Source: an optimization exercise on an open RTL-to-GDS flow (aim: small area, a short achievable clock period and few clock cycles per item). Production flows keep margins and buffers that such runs may drop. No run shown here included a check of the RTL's function; only the layout flow was run. No activity file was given, so power comes from the tool's default toggle rates.

==> flow/config.mk <==
export PLATFORM = sky130hd
export DESIGN_NAME = gctr_stream
export DESIGN_NICKNAME = gctr_stream
export VERILOG_FILES = /design/flow/design.v
export SDC_FILE = /design/flow/constraint.sdc
export NUM_CORES = 4
export LEC_CHECK = 0
export CAP_MARGIN = 20
export CORE_MARGIN = 2
export CORE_UTILIZATION = 40
export SLEW_MARGIN = 20
==> flow/constraint.sdc <==
create_clock -name core_clock -period 5.5 [get_ports {clk}]
set_input_delay 1.1000 -clock core_clock [delete_from_list [all_inputs] [get_ports {clk}]]
set_output_delay 1.1000 -clock core_clock [all_outputs]
set_load 0.01 [all_outputs]
==> flow/design.v <==
package gcm_pkg;
  localparam int BLOCK_W = 128;
  typedef enum logic [1:0] {
    ST_IDLE,
    ST_RUN,
    ST_DRAIN,
    ST_FIN
  } state_e;
  function automatic logic [BLOCK_W-1:0] inc_s(
    input logic [BLOCK_W-1:0] cb,
    input int                 s
  );
    logic [BLOCK_W-1:0] m;
    if (s >= BLOCK_W) m = '1;
    else              m = (128'd1 << s) - 128'd1;
    inc_s = (cb & ~m) | ((cb + 128'd1) & m);
  endfunction
  function automatic logic [BLOCK_W-1:0] mask_tail(
    input logic [BLOCK_W-1:0] blk,
    input logic [7:0]         nbits
  );
    logic [BLOCK_W-1:0] m;
    if (nbits >= 8'd128) m = '1;
    else                 m = ~({BLOCK_W{1'b1}} >> nbits);
    mask_tail = blk & m;
  endfunction
endpackage
module gctr_fifo #(
  parameter int WIDTH = 128,
  parameter int DEPTH = 4,
  localparam int AW   = $clog2(DEPTH)
) (
  input  logic             clk,
  input  logic             rst,
  input  logic             push_i,
  input  logic [WIDTH-1:0] din_i,
  input  logic             pop_i,
  output logic [WIDTH-1:0] dout_o,
  output logic             full_o,
  output logic             empty_o,
  output logic [AW:0]      count_o
);
  logic [WIDTH-1:0] mem_q [DEPTH];
  logic [AW-1:0]    wr_q, wr_d;
  logic [AW-1:0]    rd_q, rd_d;
  logic [AW:0]      cnt_q, cnt_d;
  logic             push_ok;
  logic             pop_ok;
  assign full_o  = (cnt_q == (AW+1)'(DEPTH));
  assign empty_o = (cnt_q == '0);
  assign count_o = cnt_q;
  assign dout_o  = mem_q[rd_q];
  assign push_ok = push_i && !full_o;
  assign pop_ok  = pop_i && !empty_o;
  always_comb begin
    wr_d  = wr_q;
    rd_d  = rd_q;
    cnt_d = cnt_q;
    if (push_ok) begin
      wr_d  = wr_q + AW'(1);
      cnt_d = cnt_d + (AW+1)'(1);
    end
    if (pop_ok) begin
      rd_d  = rd_q + AW'(1);
      cnt_d = cnt_d - (AW+1)'(1);
    end
  end
  always_ff @(posedge clk or posedge rst) begin
    if (rst) begin
      wr_q  <= '0;
      rd_q  <= '0;
      cnt_q <= '0;
    end else begin
      wr_q  <= wr_d;
      rd_q  <= rd_d;
      cnt_q <= cnt_d;
    end
  end
  always_ff @(posedge clk) begin
    if (push_ok) mem_q[wr_q] <= din_i;
  end
endmodule
module gctr_stream #(
  parameter int S         = 32,
  parameter int LEN_WIDTH = 32,
  parameter int DEPTH     = 8
) (
  input  logic                 clk,
  input  logic                 rst,
  input  logic                 start,
  input  logic [127:0]         icb_in,
  input  logic [LEN_WIDTH-1:0] msg_len_bits,
  input  logic                 din_valid,
  output logic                 din_ready,
  input  logic [127:0]         din,
  output logic                 aes_req_valid,
  input  logic                 aes_req_ready,
  output logic [127:0]         aes_req_block,
  input  logic                 aes_rsp_valid,
  input  logic [127:0]         aes_rsp_block,
  output logic                 dout_valid,
  input  logic                 dout_ready,
  output logic [127:0]         dout,
  output logic                 dout_last,
  output logic [7:0]           dout_nbits,
  output logic                 busy,
  output logic                 done,
  output logic                 err
);
  localparam int HW = LEN_WIDTH - 7;           
  localparam int PW = (DEPTH > 1) ? $clog2(DEPTH) : 1;
  localparam int CW = $clog2(DEPTH + 1);
  localparam logic [CW-1:0] DEPTH_C = CW'(DEPTH);
  logic           busy_q, fin_q, err_q;
  logic [127:0]   cb_q;
  logic [HW-1:0]  hi_q;          
  logic           part_q;        
  logic [6:0]     rem_q;
  logic [CW-1:0]  out_q;         
  logic [CW-1:0]  kc_q;          
  logic [PW-1:0]  wp_q, rp_q;
  logic [127:0]   ks_q [DEPTH];
  logic [127:0]   h_q, s_q;      
  logic           hv_q, sv_q, hl_q, sl_q;
  logic           accept, more, req_fire, rsp_ok, stray, x_fire, pop, x_last;
  logic [CW-1:0]  alloc;
  logic [127:0]   mask, y;
  assign accept   = start && !busy_q;
  assign more     = (hi_q != '0) || part_q;
  assign alloc    = out_q + kc_q;
  assign aes_req_valid = busy_q && !fin_q && more && (alloc != DEPTH_C);
  assign aes_req_block = cb_q;
  assign req_fire      = aes_req_valid && aes_req_ready;
  assign rsp_ok = aes_rsp_valid && (out_q != '0);
  assign stray  = aes_rsp_valid && (out_q == '0);
  assign din_ready = (kc_q != '0) && !sv_q;
  assign x_fire    = din_ready && din_valid;
  assign x_last    = !more && (alloc == CW'(1));
  assign mask = (x_last && rem_q != 7'd0) ? ~({128{1'b1}} >> rem_q) : {128{1'b1}};
  assign y    = (ks_q[rp_q] ^ din) & mask;
  assign dout_valid = hv_q;
  assign dout       = h_q;
  assign dout_last  = hl_q;
  assign dout_nbits = (hl_q && rem_q != 7'd0) ? {1'b0, rem_q} : 8'd128;
  assign pop        = hv_q && dout_ready;
  assign busy = busy_q;
  assign done = fin_q;
  assign err  = err_q;
  always_ff @(posedge clk or posedge rst) begin
    if (rst) begin
      busy_q <= 1'b0;
      fin_q  <= 1'b0;
      err_q  <= 1'b0;
      cb_q   <= '0;
      hi_q   <= '0;
      part_q <= 1'b0;
      rem_q  <= '0;
      out_q  <= '0;
      kc_q   <= '0;
      wp_q   <= '0;
      rp_q   <= '0;
      hv_q   <= 1'b0;
      sv_q   <= 1'b0;
      hl_q   <= 1'b0;
      sl_q   <= 1'b0;
    end else begin
      if (accept) begin
        busy_q <= 1'b1;
        fin_q  <= (msg_len_bits == '0);
      end else if (fin_q) begin
        busy_q <= 1'b0;
        fin_q  <= 1'b0;
      end else if (pop && hl_q) begin
        fin_q  <= 1'b1;
      end
      if (stray)       err_q <= 1'b1;
      else if (accept) err_q <= 1'b0;
      if (accept) begin
        cb_q   <= icb_in;
        hi_q   <= msg_len_bits[LEN_WIDTH-1:7];
        part_q <= |msg_len_bits[6:0];
        rem_q  <= msg_len_bits[6:0];
      end else if (req_fire) begin
        cb_q[S-1:0] <= cb_q[S-1:0] + S'(1);
        if (hi_q != '0) hi_q   <= hi_q - HW'(1);
        else            part_q <= 1'b0;
      end
      out_q <= out_q + CW'(req_fire) - CW'(rsp_ok);
      kc_q  <= kc_q + CW'(rsp_ok) - CW'(x_fire);
      if (rsp_ok) wp_q <= (wp_q == PW'(DEPTH - 1)) ? '0 : wp_q + PW'(1);
      if (x_fire) rp_q <= (rp_q == PW'(DEPTH - 1)) ? '0 : rp_q + PW'(1);
      if (!hv_q || pop) begin
        hv_q <= sv_q || x_fire;
        hl_q <= sv_q ? sl_q : x_last;
        sv_q <= sv_q && x_fire;
        sl_q <= x_last;
      end else if (x_fire) begin
        sv_q <= 1'b1;
        sl_q <= x_last;
      end
    end
  end
  always_ff @(posedge clk) begin
    if (rsp_ok) ks_q[wp_q] <= aes_rsp_block;
    if (!hv_q || pop) begin
      if (sv_q)        h_q <= s_q;
      else if (x_fire) h_q <= y;
      if (x_fire)      s_q <= y;
    end else if (x_fire) begin
      s_q <= y;
    end
  end
endmodule
==> flow/run.sh <==
#!/bin/bash
# synth_recipe.tcl (not shown) runs the flow's synth.tcl, then flattens the netlist and writes it again
# the make line also repeats each setting of config.mk as NAME=value (left out here)
make -C /OpenROAD-flow-scripts/flow DESIGN_CONFIG=/design/flow/config.mk WORK_HOME=/design/flow/orfs CLKGATE_MAP_FILE= SYNTH_SCRIPT=/design/flow/synth_recipe.tcl finish
==> metrics.yaml, run 1 <==
sta:
  setup_violations: 0
  worst_slew_pin_slew_ps: 1130
  whs_ps: 473
  hold_viol_final: 0
  max_freq_ghz: 0.231
  tns_ps: 0
  slew_headroom_pct: 24.2
  setup_ws_ps: 1160
  grt_setup_unrepaired: "no"
  period_share_pct: 78.8
  drv_slew: 0
  fin_skew_ps: 35.6
  period_minus_slack_ps: 4340
yosys:
  synth_edf_count: 1280
  ys_seq_area_share_pct: 73.0
  synth_seq_cells: 1462
  yosys-top-cells-count: "1,280 x edfxtp_1, 462 x nand2_1, 228 x mux4_2"
  synthesis.nets: 3860
  ys_top_cells_by_area: "edfxtp_1 65%, mux4_2 8.7%, dfrtp_1 7.7%"
  yosysWarnings: 1
  yosysTopAreaCell: "edfxtp_1"
  syn_area_um2: 58900
  synth_flop_cell: "edfxtp_1"
  yosysMostFrequentCell: "edfxtp_1"
  syn_inst: 3414
  ys_types: 60
  netlist.area_leader.share_pct: 65.3
  syn_avg_cell_area_um2: 17.2
  synthArstFlopShare_pct: 12.4
setup_path:
  crit_arrival_ps: 3240
  r2r_start: "out_q[1]$_DFF_PP0_"
  cp_max_fo: 24
  r2r_end: "out_q[1]$_DFF_PP0_"
  worst_r2r_path_depth: 14
  r2r_slack_ps: 1690
  worst_setup_path_start_kind: "flop"
  critical_path_class: "flop to primary output"
  cp-end-kind: "primary output"
  crit_required_ps: 4400
clocking:
  clk_pin_slew_ps: 60
  cts_tree: "yes"
  cts_root_buf: "clkbuf_16"
  clock-sinks: 1462
  htree_levels: 4
  ctsLongestPathBuffers: 3
  cts.hold.buffers_added: 0
  cts_made_buffers: 157
  post-cts-setup-buffers: 0
  clock_latency_ps: 800
  cts_resized: 0
drt:
  viasPerCell: 5.47
  vias: 33900
  ant_nets: 0
  wl_per_cell_um: 29.2
  totalWireLength_um: 181000
  drt-initial-drc-count: 3184
  drc: 0
  drt-pass1-iter-count: 5
layout:
  num-fill-cells: 12100
  multi_input_area_um2: 15200
  area_growth_pct: 24.8
  drive_gt1_share_pct: 15.9
  nNetsFinal: 4605
  register_area_um2: 43000
  fin_area_um2: 73400
  stdcell_count: 6205
power:
  vdd_drop_max_v: 0.000382
  p_leak_uw: 0.0253
  power_density_nw_per_um2: 564
grt:
  overflow: 0
  grt_usage_pct: 24.0
  grt_pass1_wl_um: 257000
  grt_antenna_before_repair: 40
  grt_pass1_vias: 33800
  grt_start_max_net_pins: 166
place:
  portBuffers: 693
  postPlaceCellArea_um2: 68500
  dpl.cell_count: 5916
  hpwl_um: 122000
  pre_cts_ws_ps: 1690
  gp_congestion: 0.915
floorplan:
  io_pins: 694
  core_area_um2: 146000
  start_util_pct: 40.3
  die_area_um2: 150000
  die_h_um: 388
  die_x_um: 388
  fp-row-count: 140
status:
  status: "timing/DRC/antenna clean"
worst_hold_path:
  hold_class: "flop to flop"
  min_from: "cb_q[105]$_DFFE_PP0P_"
  min_to: "cb_q[105]$_DFFE_PP0P_"
  holdPathStages: 2
flow_run:
  drv_cap: 0
==> state kept, by name, summed over array words and instances, names as in the netlist <==
register	count
hi_q	25
fin_q	1
cb_q	128
s_q	128
err_q	1
ks_q	1024
hl_q	1
wp_q	3
out_q	4
rp_q	3
sv_q	1
kc_q	4
part_q	1
sl_q	1
h_q	128
rem_q	7
hv_q	1
busy_q	1
==> through the flow <==
step / power (uW) / util (%)
final: 41400 / 50.3
after global routing: 43300 / 50.3
after CTS: 41800 / 50.3
after detailed placement: 31600 / 47.0
after global placement: 31400 / 47.0
after floorplan: 25000 / -
==> kinds of logic after synthesis <==
family / count (synthesis) / synth area share [%]
xor+xnor: 165 / 2.46
buf+inv: 211 / 1.39
mux: 506 / 13.7
compound gates: 320 / 3.40
flops: 1462 / 73.0
fa+ha+maj: 23 / 0.527
simple gates: 727 / 5.45
==> how the worst max path moves through the flow <==
stage / cells past startpoint / start / end
5_1_grt: 4 / rem_q[2]$_DFFE_PP0P_ / dout_nbits[7]
3_3_place_gp: 6 / aes_rsp_valid / ks_q[5][49]$_DFFE_PP_
4_1_cts: 7 / out_q[1]$_DFF_PP0_ / aes_req_valid
2_1_floorplan: 3 / aes_rsp_valid / ks_q[2][0]$_DFFE_PP_
6_report: 4 / rem_q[2]$_DFFE_PP0P_ / dout_nbits[7]
3_5_place_dp: 7 / aes_rsp_valid / ks_q[5][29]$_DFFE_PP_
==> power by group <==
part / total [uW] / internal [uW] / switching (uW)
Clock: 10100 / 5780 / 4370
Combinational: 14100 / 6350 / 7790
Sequential: 17100 / 15400 / 1690
Total: 41400 / 27500 / 13800
==> cell usage in the layout, fill, tap and decap left out, drive strengths merged, types with 10 or more instances in the layout <==
cell	Yosys	layout
mux2i	143	143
o21ai	73	73
o31ai	26	26
xnor2	56	56
mux2	135	135
clkinv	0	53
and2	18	18
nand2	462	462
dfrtp	182	182
mux4	228	228
clkbuf	129	207
edfxtp	1280	1280
a21o	16	16
xor2	109	109
o21a	22	22
ha	20	20
nand4	12	12
a21oi	108	108
clkdlybuf4s50	0	693
nor3	38	38
nor2	86	86
inv	30	36
buf	52	74
nor4	32	32
diode	0	10
nand3	19	19
or3	12	12
==> metal layers <==
layer  share of wire (%)  vias up  global-route usage (%)
met1                  42    17600                    32.6
met3                 7.6      242                    5.84
met2                  48     1299                    38.5
met5                0.14        -                       0
met4                 2.4       38                    6.68
li1                    -    14700                       -
==> worst max-delay path, cell delays in order (launching register included) <==
cell             delay, ps
dfrtp_1                650
or4_1                  660
or3_1                  370
nand2_1                210
clkdlybuf4s50_1        580
==> cell type report <==
| class | count | area share, % |
|---|---|---|
| multi-input combinational | 1741 | 20.7 |
| clock buffer | 207 | 5.69 |
| inverter | 30 | 0.158 |
| antenna | 10 | 0.0341 |
| timing repair buffer | 767 | 10.7 |
| sequential | 1462 | 58.6 |
| clock inverter | 71 | 0.915 |
| tap | 1917 | 3.27 |
==> run 2: changes to the inputs <==
--- a/flow/design.v
+++ b/flow/design.v
@@ -120,11 +120,12 @@
   logic [CW-1:0]  kc_q;          
   logic [PW-1:0]  wp_q, rp_q;
   logic [127:0]   ks_q [DEPTH];
-  logic [127:0]   h_q, s_q;      
-  logic           hv_q, sv_q, hl_q, sl_q;
+  logic [127:0]   h_q;           
+  logic           hv_q, hl_q;
   logic           accept, more, req_fire, rsp_ok, stray, x_fire, pop, x_last;
+  logic           buffered, avail, store;
   logic [CW-1:0]  alloc;
-  logic [127:0]   mask, y;
+  logic [127:0]   mask, ks, y;
   assign accept   = start && !busy_q;
   assign more     = (hi_q != '0) || part_q;
   assign alloc    = out_q + kc_q;
@@ -133,16 +134,20 @@
   assign req_fire      = aes_req_valid && aes_req_ready;
   assign rsp_ok = aes_rsp_valid && (out_q != '0);
   assign stray  = aes_rsp_valid && (out_q == '0);
-  assign din_ready = (kc_q != '0) && !sv_q;
+  assign pop       = hv_q && dout_ready;
+  assign buffered  = (kc_q != '0);
+  assign avail     = buffered || rsp_ok;
+  assign din_ready = avail && (!hv_q || dout_ready);
   assign x_fire    = din_ready && din_valid;
   assign x_last    = !more && (alloc == CW'(1));
+  assign store     = rsp_ok && (buffered || !x_fire);
   assign mask = (x_last && rem_q != 7'd0) ? ~({128{1'b1}} >> rem_q) : {128{1'b1}};
-  assign y    = (ks_q[rp_q] ^ din) & mask;
+  assign ks   = buffered ? ks_q[rp_q] : aes_rsp_block;
+  assign y    = (ks ^ din) & mask;
   assign dout_valid = hv_q;
   assign dout       = h_q;
   assign dout_last  = hl_q;
   assign dout_nbits = (hl_q && rem_q != 7'd0) ? {1'b0, rem_q} : 8'd128;
-  assign pop        = hv_q && dout_ready;
   assign busy = busy_q;
   assign done = fin_q;
   assign err  = err_q;
@@ -151,7 +156,6 @@
       busy_q <= 1'b0;
       fin_q  <= 1'b0;
       err_q  <= 1'b0;
-      cb_q   <= '0;
       hi_q   <= '0;
       part_q <= 1'b0;
       rem_q  <= '0;
@@ -160,9 +164,7 @@
       wp_q   <= '0;
       rp_q   <= '0;
       hv_q   <= 1'b0;
-      sv_q   <= 1'b0;
       hl_q   <= 1'b0;
-      sl_q   <= 1'b0;
     end else begin
       if (accept) begin
         busy_q <= 1'b1;
@@ -176,38 +178,29 @@
       if (stray)       err_q <= 1'b1;
       else if (accept) err_q <= 1'b0;
       if (accept) begin
-        cb_q   <= icb_in;
         hi_q   <= msg_len_bits[LEN_WIDTH-1:7];
         part_q <= |msg_len_bits[6:0];
         rem_q  <= msg_len_bits[6:0];
       end else if (req_fire) begin
-        cb_q[S-1:0] <= cb_q[S-1:0] + S'(1);
         if (hi_q != '0) hi_q   <= hi_q - HW'(1);
         else            part_q <= 1'b0;
       end
       out_q <= out_q + CW'(req_fire) - CW'(rsp_ok);
-      kc_q  <= kc_q + CW'(rsp_ok) - CW'(x_fire);
-      if (rsp_ok) wp_q <= (wp_q == PW'(DEPTH - 1)) ? '0 : wp_q + PW'(1);
-      if (x_fire) rp_q <= (rp_q == PW'(DEPTH - 1)) ? '0 : rp_q + PW'(1);
-      if (!hv_q || pop) begin
-        hv_q <= sv_q || x_fire;
-        hl_q <= sv_q ? sl_q : x_last;
-        sv_q <= sv_q && x_fire;
-        sl_q <= x_last;
-      end else if (x_fire) begin
-        sv_q <= 1'b1;
-        sl_q <= x_last;
+      kc_q  <= kc_q + CW'(store) - CW'(x_fire && buffered);
+      if (store)               wp_q <= (wp_q == PW'(DEPTH - 1)) ? '0 : wp_q + PW'(1);
+      if (x_fire && buffered)  rp_q <= (rp_q == PW'(DEPTH - 1)) ? '0 : rp_q + PW'(1);
+      if (x_fire) begin
+        hv_q <= 1'b1;
+        hl_q <= x_last;
+      end else if (pop) begin
+        hv_q <= 1'b0;
       end
     end
   end
   always_ff @(posedge clk) begin
-    if (rsp_ok) ks_q[wp_q] <= aes_rsp_block;
-    if (!hv_q || pop) begin
-      if (sv_q)        h_q <= s_q;
-      else if (x_fire) h_q <= y;
-      if (x_fire)      s_q <= y;
-    end else if (x_fire) begin
-      s_q <= y;
-    end
+    if (accept)        cb_q        <= icb_in;
+    else if (req_fire) cb_q[S-1:0] <= cb_q[S-1:0] + S'(1);
+    if (store)  ks_q[wp_q] <= aes_rsp_block;
+    if (x_fire) h_q <= y;
   end
 endmodule
==> run 2 against run 1 <==
Effect of this change: utilization increased by 0.48 points; non-clock buffer count down 9; clock power fell by 8%; hold slack improved by 53 ps; sequential share of layout area fell by 0.087 points; critical path type unchanged; synthesized cell count is 12% lower; die area decreased by 8.2%; synthesized area fell by 8.2%.
==> metrics.yaml, run 2 <==
status:
  status: "timing/DRC/antenna clean"
sta:
  period_share_pct: 89.9
  tns_ps: 0
  grt_setup_unrepaired: "no"
  worst_slew_pin_slew_ps: 1010
  slew_headroom_pct: 32.2
  drv_slew: 0
  hold_viol_final: 0
  fin_skew_ps: 24.3
  setup_ws_ps: 555
  whs_ps: 526
  max_freq_ghz: 0.202
  setup_violations: 0
  period_minus_slack_ps: 4940
drt:
  viasPerCell: 5.57
  ant_nets: 0
  drt-initial-drc-count: 3477
  vias: 31400
  drt-pass1-iter-count: 6
  drc: 0
  totalWireLength_um: 171000
  wl_per_cell_um: 30.3
grt:
  grt_pass1_wl_um: 236000
  grt_pass1_vias: 30700
  grt_usage_pct: 24.5
  overflow: 0
  grt_start_max_net_pins: 108
  grt_antenna_before_repair: 66
clocking:
  clock-sinks: 1332
  cts_tree: "yes"
  post-cts-setup-buffers: 0
  htree_levels: 4
  cts_resized: 0
  clk_pin_slew_ps: 60
  ctsLongestPathBuffers: 3
  cts_root_buf: "clkbuf_16"
  cts_made_buffers: 143
  clock_latency_ps: 770
  cts.hold.buffers_added: 0
yosys:
  syn_avg_cell_area_um2: 18.0
  synth_seq_cells: 1332
  yosysMostFrequentCell: "edfxtp_1"
  synth_edf_count: 1280
  yosysWarnings: 1
  synthesis.nets: 3449
  ys_types: 57
  ys_top_cells_by_area: "edfxtp_1 71%, mux4_2 11%, dfrtp_1 2.4%"
  yosysTopAreaCell: "edfxtp_1"
  netlist.area_leader.share_pct: 71.2
  ys_seq_area_share_pct: 73.6
  yosys-top-cells-count: "1,280 x edfxtp_1, 256 x mux4_2, 205 x a21oi_1"
  synth_flop_cell: "edfxtp_1"
  synthArstFlopShare_pct: 3.90
  syn_area_um2: 54000
  syn_inst: 3003
setup_path:
  worst_setup_path_start_kind: "flop"
  cp_max_fo: 6
  crit_buf_inv: 2
  cp-end-kind: "primary output"
  worst_r2r_path_depth: 8
  crit_required_ps: 4400
  crit_arrival_ps: 3840
  critical_path_class: "flop to primary output"
  r2r_slack_ps: 1680
  crit_chain: "inv_1 > ha_1 > or4b_1 > or4_4 > or3_1 > and3_1 > clkdlybuf4s50_1"
  worst_path_max_delay_cell: "or3_1"
  r2r_start: "hi_q[0]$_DFFE_PP0P_"
  critPathTopFamily: "simple AND/OR/NAND/NOR gates"
  r2r_end: "h_q[104]$_DFFE_PN_"
  slowest_delay_ps: 580
power:
  finalPower_uw: 36000
  power_density_nw_per_um2: 529
  p_leak_uw: 0.0220
  vdd_drop_max_v: 0.000376
place:
  gp_congestion: 0.861
  portBuffers: 693
  hpwl_um: 116000
  pre_cts_ws_ps: 1180
floorplan:
  fp-row-count: 134
  io_pins: 694
  die_h_um: 371
  core_area_um2: 134000
  die_x_um: 371
  die_area_um2: 138000
  start_util_pct: 40.4
layout:
  largest_register_ffs: 1024
  top_register: "ks_q"
  top_regs: "ks_q (1024), cb_q (128), h_q (128)"
  layout_common_cells: "1,280 x edfxtp_1, 693 x clkdlybuf4s50_1, 256 x mux4_2"
  nNetsFinal: 4190
  area_growth_pct: 25.8
  layout_commonest_cell: "edfxtp_1"
  drive_gt1_share_pct: 15.1
worst_hold_path:
  hold_class: "flop to flop"
  min_to: "err_q$_DFFE_PP0P_"
  min_from: "err_q$_DFFE_PP0P_"
  holdPathStages: 1
flow_run:
  drv_cap: 0
==> run 2: cell count changes in the layout (fill, tap and decap cells not counted), moves of 23 or more <==
cell	change
dfrtp_1	-128
a21oi_1	+95
nand2_1	-313
a31oi_1	+35
nor3_1	-23
xor2_1	-86
xnor2_1	+79
mux4_2	+28
nor2_1	+67
mux2_2	-129
o21ai_0	+32
==> run 2: per-layer routing <==
metal | up-vias | GRT usage, % | routed length, um
li1 | 13500 | - | -
met1 | 16100 | 33.0 | 69100
met2 | 1504 | 38.4 | 80100
met3 | 314 | 7.67 | 17700
met4 | 48 | 6.94 | 3860
met5 | - | 0 | 292
==> run 2: layout make-up <==
cell class | instances | area (um^2)
Timing Repair Buffer | 758 | 7710
Antenna cell | 12 | 30.0
Multi-Input combinational cell | 1477 | 13600
Fill cell | 11000 | 65800
Inverter | 32 | 125
Tap cell | 1768 | 2210
Clock buffer | 181 | 3840
Clock inverter | 80 | 677
Sequential cell | 1332 | 39800
==> run 2: power by group <==
part / switching (uW) / total (uW) / internal, uW
registers: 1150 / 14600 / 13500
clock network: 4020 / 9320 / 5300
logic: 6720 / 12000 / 5300
total: 11900 / 36000 / 24100
==> run 2: how the worst max path moves through the flow <==
stage	cells past startpoint	end	start
after floorplan	4	ks_q[3][0]$_DFFE_PP_	dout_ready
after global placement	4	din_ready	dout_ready
after detailed placement	4	din_ready	dout_ready
after CTS	7	aes_req_valid	hi_q[0]$_DFFE_PP0P_
after global routing	7	aes_req_valid	hi_q[0]$_DFFE_PP0P_
final	7	aes_req_valid	hi_q[0]$_DFFE_PP0P_
==> run 2: kinds of logic after synthesis <==
kind of cell	synth area share [%]
buf+inv	1.48
compound gates	4.23
fa+ha+maj	0.575
flops	73.6
mux	13.2
xor+xnor	2.56
simple gates	4.40
==> run 2: per-stage QoR <==
stage          cells  instance area [um^2]  utilization [%]
3_3_place_gp    5367                 63400             47.4
5_1_grt         5636                 68000             50.8
4_1_cts         5628                 67900             50.8
3_5_place_dp    5367                 63400             47.4
2_1_floorplan   3003                 54100                -
6_report        5640                 68000             50.8
==> run 2: worst reg2reg max path: stages (launching register included) <==
cell and delay [ps]:
dfrtp_1 410, inv_1 120, ha_1 150, or4b_1 490, or4_4 520, or3_1 580, nor3_4 290, buf_4 710
a31oi_1 260
==> run 3: changes to the inputs <==
--- a/flow/config.mk
+++ b/flow/config.mk
@@ -7,5 +7,6 @@
 export LEC_CHECK = 0
 export CAP_MARGIN = 20
 export CORE_MARGIN = 2
-export CORE_UTILIZATION = 40
+export CORE_UTILIZATION = 55
+export SETUP_SLACK_MARGIN = 3.0
 export SLEW_MARGIN = 20
==> run 3 against run 2 <==
Effect of this change: count of clock-buffer cells in the layout fell by 21; power rose by 6.9%; hold slack improved by 33 ps; routed wire length rose by 9.8%; via count rose by 13%; combinational power rose by 23%; setup slack improved by 790 ps; critical path depth rose by 23; register-to-register slack got worse by 330 ps; final cell count fell by 2.3%; clock power fell by 1%.
==> metrics.yaml, run 3 <==
setup_path:
  slowest_delay_ps: 520
  crit_required_ps: 6180
  cp-end-kind: "flop"
  worst_setup_path_start_kind: "flop"
  critical_path_class: "flop to flop"
  crit_arrival_ps: 4840
  cp_max_fo: 3
  cpMostUsedCell: "buf_6"
  worst_path_max_delay_cell: "or4_4"
sta:
  setup_ws_ps: 1350
  worst_slew_pin_slew_ps: 1410
  period_minus_slack_ps: 4150
  grt_setup_unrepaired: "yes"
  hold_viol_final: 0
  setup_violations: 0
  fin_skew_ps: 31.1
  period_share_pct: 75.5
  tns_ps: 0
  slew_headroom_pct: 5.63
  max_freq_ghz: 0.241
  drv_slew: 0
drt:
  drt-initial-drc-count: 5133
  wl_per_cell_um: 34.1
  drt-pass1-iter-count: 8
  viasPerCell: 6.41
  ant_nets: 0
  drc: 0
  totalWireLength_um: 188000
  vias: 35300
yosys:
  yosysTopAreaCell: "edfxtp_1"
  yosys-top-cells-count: "1,280 x edfxtp_1, 256 x mux4_2, 205 x a21oi_1"
  yosysWarnings: 1
  ys_seq_area_share_pct: 73.6
  ys_types: 57
  synth_flop_cell: "edfxtp_1"
  syn_area_um2: 54000
  synth_edf_count: 1280
  syn_avg_cell_area_um2: 18.0
  synth_seq_cells: 1332
  synthArstFlopShare_pct: 3.90
  netlist.area_leader.share_pct: 71.2
  syn_inst: 3003
  synthesis.nets: 3449
  yosysMostFrequentCell: "edfxtp_1"
  ys_top_cells_by_area: "edfxtp_1 71%, mux4_2 11%, dfrtp_1 2.4%"
layout:
  layout_common_cells: "1,280 x edfxtp_1, 420 x clkdlybuf4s50_1, 256 x mux4_2"
  top_regs: "ks_q (1024), cb_q (128), h_q (128)"
  drive_gt1_share_pct: 30.7
  layout_commonest_cell: "edfxtp_1"
  top_register: "ks_q"
  num-fill-cells: 5662
  largest_register_ffs: 1024
  area_growth_pct: 35.3
  nNetsFinal: 4545
clocking:
  clk_pin_slew_ps: 70
  htree_levels: 4
  cts_root_buf: "clkbuf_16"
  clock-sinks: 1332
  ctsLongestPathBuffers: 3
  cts_tree: "yes"
  cts_made_buffers: 137
  clock_latency_ps: 770
floorplan:
  die_h_um: 317
  start_util_pct: 55.7
  die_x_um: 317
  io_pins: 694
  die_area_um2: 101000
  fp-row-count: 114
  core_area_um2: 97000
power:
  power_density_nw_per_um2: 526
  finalPower_uw: 38400
  vdd_drop_max_v: 0.000360
  p_leak_uw: 0.0251
place:
  portBuffers: 693
  hpwl_um: 96400
  gp_congestion: 0.851
  pre_cts_ws_ps: 1410
grt:
  use_met3_pct: 9.51
  top_usage_layer: "met2"
  grt_usage_pct: 34.0
  grt_pass1_vias: 33400
  met2_usage_pct: 54.0
  grt_start_max_net_pins: 157
  grtUsageMet1_pct: 45.1
  grt_pass1_wl_um: 239000
  overflow: 0
  grt_antenna_before_repair: 32
worst_hold_path:
  hold_class: "flop to flop"
status:
  status: "timing/DRC/antenna clean"
flow_run:
  drv_cap: 0
[run 3: final timing paths]
kind	from	end	slack (ps)	cells past startpoint
max	hi_q[0]$_DFFE_PP0P_	hi_q[24]$_DFFE_PP0P_	1350	30
min	part_q$_DFFE_PP0P_	part_q$_DFFE_PP0P_	560	2
max reg2reg	hi_q[0]$_DFFE_PP0P_	hi_q[24]$_DFFE_PP0P_	1350	30
min reg2reg	part_q$_DFFE_PP0P_	part_q$_DFFE_PP0P_	560	2
max in group asynchronous	rst	rp_q[0]$_DFFE_PP0P_	3960	3
min in group asynchronous	rst	err_q$_DFFE_PP0P_	900	3
[run 3: layout make-up]
| cell class | instances | area (um^2) | area share (%) |
|---|---|---|---|
| antenna | 24 | 60.1 | 0.0822 |
| multi-input combinational | 1481 | 14400 | 19.7 |
| clock inverter | 90 | 777 | 1.06 |
| inverter | 32 | 138 | 0.188 |
| timing repair buffer | 1115 | 12800 | 17.5 |
| sequential | 1332 | 39800 | 54.4 |
| tap | 1276 | 1600 | 2.18 |
| clock buffer | 160 | 3610 | 4.94 |
[run 3: logic make-up (layout without fill, tap and decap cells)]
family	after synthesis	count (layout)	share of synthesized area [%]
buf+inv	194	1397	1.48
fa+ha+maj	23	23	0.575
other cells	0	24	0
simple gates	496	500	4.40
compound gates	410	410	4.23
xor+xnor	158	158	2.56
flops	1332	1332	73.6
mux	390	390	13.2
[run 3: worst max-delay path, delay by kind of cell, from the launching register on]
family | cells | cell delay, ps
adders and majority gates | 1 | 130
and+or+nand+nor | 4 | 1160
buffers and inverters | 24 | 2170
AOI/OAI and AO/OA | 1 | 180
DFF | 1 | 400
[run 3: routing by layer]
metal,part of all wire (%),vias up
met2,48,2701
li1,-,14300
met1,35,17900
met5,0.060,-
met4,4.4,18
met3,13,421
[run 3: power by group]
| part | switching [uW] | internal, uW | total [uW] |
|---|---|---|---|
| Clock | 3950 | 5270 | 9220 |
| Combinational | 7990 | 6820 | 14800 |
| Sequential | 980 | 13400 | 14400 |
| Total | 12900 | 25500 | 38400 |
[run 3: metrics by stage]
step	hold slack, ps	cell area, um^2	std cells	utilization [%]
floorplan	483	54100	3003	-
global placement	486	62800	4864	64.7
detailed placement	505	62800	4865	64.7
CTS	533	70400	5361	72.6
global route	573	73100	5500	75.3
finish	559	73100	5510	75.3
[run 3: timing repair]
| action | CTS | global route |
|---|---|---|
| setup buffers | 192 | 63 |
| setup endpoints to repair | 1611 | 1230 |
| pin swaps | 43 | 52 |
| gates cloned | 54 | 62 |
| resized for setup | 1101 | 281 |
| hold buffers | 0 | 0 |

[re-timing with driven ports]
The flow's constraints put no driver on any port. The routed layouts listed below were extracted and timed again, unchanged, in two steps. Step 1 sets driving cells, clkbuf_16 on the clock port and buf_2 on the other inputs (assumed; they add their load-dependent delay and slew). Step 2 adds t to the input delays and takes it off the output delays; t is the mean of the earliest and latest rising clock arrival at the registers after step 1. Input paths then give back, and output paths get back, about the clock's delay inside the block. Slacks: ideal ports / drivers / drivers and shift; pairs: ideal ports / drivers.
run | t (ns) | setup WS [ns] | worst hold slack (ns) | worst setup path after step 2 | pins driven straight from the clock port
run 1 | 0.859 | 1.163 / 1.088 / 1.610 | 0.473 / 0.473 / 0.473 | input to register | 1
run 2 | 0.843 | 0.555 / 0.475 / 1.199 | 0.526 / 0.526 / 0.526 | input to output | 1
run 3 | 0.822 | 1.347 / 1.345 / 1.347 | 0.559 / 0.559 / 0.559 | register to register | 1
After both steps every run listed still meets setup and hold.
